From an optimization exercise on the open Yosys and OpenROAD flow, aimed at small area, a short achievable clock period and few clock cycles per item; shortcuts taken in it are not production practice. Function was checked by simulation only, so behaviour that the tests miss may differ from the original. Power and IR drop assume default switching activity.

== run H ==
==> flow/design.v (excerpt) <==
module priority_round_robin_task_scheduler_core (
    input  logic        clk,
    input  logic        rst_n,
    input  logic        in_valid,
    output logic        in_ready,
    input  logic [2:0]  func,
    input  logic [7:0]  priority_req,
    input  logic [31:0] stack_pointer,
    input  logic [31:0] delay_ticks,
    output logic        out_valid,
    input  logic        out_ready,
    output logic [1:0]  status,
    output logic [3:0]  task_index,
    output logic [31:0] task_sp,
    output logic        switch_request
);
    logic [4:0]        count_q;
    logic [3:0]        cur_q;
    logic [15:0]       after_q;      
    logic              cur_valid_q;
    logic              running_q;
    logic [15:0]       run_q;
    logic [15:0]       blk_q;        
    logic [15:0]       run;          
    logic [31:0]       tnext_q;      
    logic [15:0]       idle_q;       
    logic [15:0][31:0] sp_q;
    logic [15:0][7:0]  prio_q;
    logic [15:1][31:0] wake_q;
    logic [255:0]      lt_q;    
    logic [255:0]      eq_q;
    logic              pend_q;
    logic [3:0]        pend_idx_q;
    logic [31:0]       pend_dm1_q;   
    logic              ov_q;
    logic [1:0]        st_q;
    logic [3:0]        ix_q;
    logic [31:0]       tsp_q;
    logic              rq_q;
    logic              sk_q;
    logic [1:0]        sk_st_q;
    logic [3:0]        sk_ix_q;
  ...
For scale: ~1500 flip-flops, ~65000 um2 of cells after synthesis.
clock: 10.0 ns
lec_check: 0
cap_margin: 20
core_margin: 2
core_utilization: 55
cts_buf_list: sky130_fd_sc_hd__clkbuf_8 sky130_fd_sc_hd__clkbuf_16
cts_cluster_diameter: 60
cts_cluster_size: 24
slew_margin: 20
standard.sh (not shown) runs the stock make flow with config.mk's settings and CLKGATE_MAP_FILE= SYNTH_SCRIPT=/design/flow/synth_recipe.tcl, a recipe that flattens the netlist after the stock synthesis.
==> flow/flow/run.sh <==
#!/bin/bash
# the standard layout, with timing repair aimed below the clock period:
# repair works on every path with less than SETUP_SLACK_MARGIN ns of slack
set -euo pipefail
bash standard.sh SETUP_SLACK_MARGIN=6.5 finish > run_standard.log 2>&1
Testbench counts of run H, summed over its fixed seeds: cycles 5,727, items 5,719.
#### Input delta (run A over run H)
--- a/flow/design.v
+++ b/flow/design.v
@@ -69,96 +69,69 @@
     output logic        switch_request
 );
     logic [4:0]        count_q;
     logic [3:0]        cur_q;
     logic [15:0]       after_q;      
     logic              cur_valid_q;
     logic              running_q;
     logic [15:0]       run_q;
     logic [15:0]       blk_q;        
     logic [15:0]       run;          
-    logic [31:0]       tnext_q;      
-    logic [15:0]       idle_q;       
+    logic [31:0]       time_q;
     logic [15:0][31:0] sp_q;
     logic [15:0][7:0]  prio_q;
     logic [15:1][31:0] wake_q;
     logic [255:0]      lt_q;    
     logic [255:0]      eq_q;
     logic              pend_q;
     logic [3:0]        pend_idx_q;
-    logic [31:0]       pend_dm1_q;   
+    logic [31:0]       pend_dly_q;
     logic              ov_q;
     logic [1:0]        st_q;
     logic [3:0]        ix_q;
     logic [31:0]       tsp_q;
     logic              rq_q;
     logic              sk_q;
     logic [1:0]        sk_st_q;
     logic [3:0]        sk_ix_q;
     logic              sk_rq_q;
     logic              sk_sp_q;
     logic        take;
     logic        out_free;
     logic        fn_create, fn_tick, fn_delay, fn_switch, fn_start;
     logic        full, empty, dly_ok;
-    logic [31:0] wake_new;
+    logic [31:0] time_inc;
     assign in_ready  = !sk_q;
     assign take      = in_valid && !sk_q;
     assign out_free  = !ov_q || out_ready;
     assign fn_create = (func == prrts_pkg::FN_CREATE);
     assign fn_tick   = (func == prrts_pkg::FN_TICK);
     assign fn_delay  = (func == prrts_pkg::FN_DELAY);
     assign fn_switch = (func == prrts_pkg::FN_SWITCH);
     assign fn_start  = (func == prrts_pkg::FN_START);
     assign full      = count_q[4];
     assign empty     = (count_q == '0);
     assign dly_ok    = cur_valid_q && (delay_ticks != '0);
-    function automatic logic [31:0] add32(input logic [31:0] x, input logic [31:0] y);
-        logic [31:0] g, p, gg, pp, ng, np;
-        g  = x & y;
-        p  = x ^ y;
-        gg = g;
-        pp = p;
-        for (int d = 1; d < 32; d = d * 2)
-        begin
-            for (int b = 0; b < 32; b++)
-            begin
-                if (b >= d)
-                begin
-                    ng[b] = gg[b] | (pp[b] & gg[b-d]);
-                    np[b] = pp[b] & pp[b-d];
-                end
-                else
-                begin
-                    ng[b] = gg[b];
-                    np[b] = pp[b];
-                end
-            end
-            gg = ng;
-            pp = np;
-        end
-        add32 = p ^ {gg[30:0], 1'b0};
-    endfunction
-    assign wake_new = add32(tnext_q, pend_dm1_q);
+    assign time_inc  = time_q + 32'd1;
     logic [15:0] elig;
     logic [15:0] win;
     logic [15:0] cur_oh;
     logic [15:0] sel;
     logic [3:0]  win_idx;
     logic        win_cur;
     logic [31:0] sel_sp;
     always_comb
     begin
         for (int i = 0; i < 16; i++)
         begin
             run[i]    = run_q[i] && !blk_q[i];
-            elig[i]   = run[i] && !idle_q[i];
+            elig[i]   = run[i] && (prio_q[i] != 8'hFF);
             cur_oh[i] = (cur_q == 4'(i));
         end
     end
     prrts_cell u_choice (
         .lt   (lt_q),
         .eq   (eq_q),
         .elig (elig),
         .after_cur (after_q),
         .win  (win)
     );
@@ -179,71 +152,70 @@
     always_ff @(posedge clk)
     begin
         for (int i = 0; i < 16; i++)
         begin
             if (take && ((fn_create && (count_q == 5'(i))) ||
                          (fn_switch && cur_valid_q && (cur_q == 4'(i)))))
                 sp_q[i] <= stack_pointer;
             if (take && fn_create && (count_q == 5'(i)))
             begin
                 prio_q[i] <= priority_req;
-                idle_q[i] <= (priority_req == 8'hFF);
                 for (int j = 0; j < i; j++)
                 begin
                     lt_q[j*16+i] <= (prio_q[j] < priority_req);
                     eq_q[j*16+i] <= (prio_q[j] == priority_req);
                 end
             end
         end
         for (int i = 1; i < 16; i++)
         begin
             if (pend_q && (pend_idx_q == 4'(i)))
-                wake_q[i] <= wake_new;
+                wake_q[i] <= time_q + pend_dly_q;
         end
         pend_idx_q <= cur_q;
-        pend_dm1_q <= delay_ticks - 32'd1;
+        pend_dly_q <= delay_ticks;
         blk_q      <= (take && fn_delay && dly_ok) ? cur_oh : '0;
     end
     always_ff @(posedge clk or negedge rst_n)
     begin
         if (!rst_n)
         begin
             count_q     <= '0;
             cur_q       <= '0;
             after_q     <= 16'hFFFE;
             cur_valid_q <= 1'b0;
             running_q   <= 1'b0;
             run_q       <= '0;
-            tnext_q     <= 32'd1;
+            time_q      <= '0;
             pend_q      <= 1'b0;
         end
         else
         begin
             pend_q <= take && fn_delay && dly_ok;
             run_q  <= run;
             if (take)
             begin
                 if (fn_create && !full)
                 begin
                     count_q             <= count_q + 5'd1;
                     run_q[count_q[3:0]] <= 1'b1;
                 end
                 if (fn_tick)
                 begin
-                    tnext_q <= tnext_q + 32'd1;
+                    time_q <= time_inc;
                     for (int i = 1; i < 16; i++)
                     begin
                         logic ends;
                         if (pend_q && (pend_idx_q == 4'(i)))
-                            ends = (pend_dm1_q == '0);
+                            ends = (pend_dly_q == 32'd1);
                         else
-                            ends = (wake_q[i] == tnext_q);
+                            ends = (wake_q[i] == time_inc);
                         if ((5'(i) < count_q) && !run[i] && ends)
                             run_q[i] <= 1'b1;
                     end
                 end
                 if (fn_switch && !empty)
                 begin
                     cur_q          <= win_idx;
                     for (int k = 0; k < 16; k++)
                         after_q[k] <= |(win & ((16'd1 << k) - 16'd1));
                     cur_valid_q    <= 1'b1;
[summary]
From run H to run A the numbers moved as follows: die area now sits at about the same level, share of total power in combinational logic up 3.3 points, placeable core region held, power now larger, number of flip-flops and latches in the synthesized netlist lost 8. In the tables for run H and run A, maximum clock frequency reads higher with run A. Run A: smallest hold slack 5.0 ps below run H. Delta (run A minus run H): synthesized area neither gained nor lost much; core utilization picked up an extra 1.3 points.
Testbench counts of run A, summed over its fixed seeds: cycles 5,727, items 5,719.

port drivers added, routing unchanged:
No port has a modelled driver above. Below, the same layouts with a new extraction and two added sets of constraints. Step 1 (the two cells are an assumption about what drives the block):
set clk [get_ports {clk}]
set_driving_cell -lib_cell sky130_fd_sc_hd__clkbuf_16 $clk
set_driving_cell -lib_cell sky130_fd_sc_hd__buf_2 [delete_from_list [all_inputs] $clk]
Step 2 also shifts input and output timing later by t, the mid clock arrival at the registers, as if the neighbouring blocks saw the same clock. Three values: ideal ports, drivers, drivers and shift; two values: the first two.
run	t (ns)	slack for setup (ns)	worst slew at a driven data input, ns
run H	0.839	5.834 / 5.879 / 5.041	0.14
run A	0.828	6.279 / 6.221 / 5.393	0.17
After both steps setup and hold are still met in every run listed. For run A, which loses most, drivers alone change the setup slack by -0.058 ns; drivers and shift together by -0.886 ns.
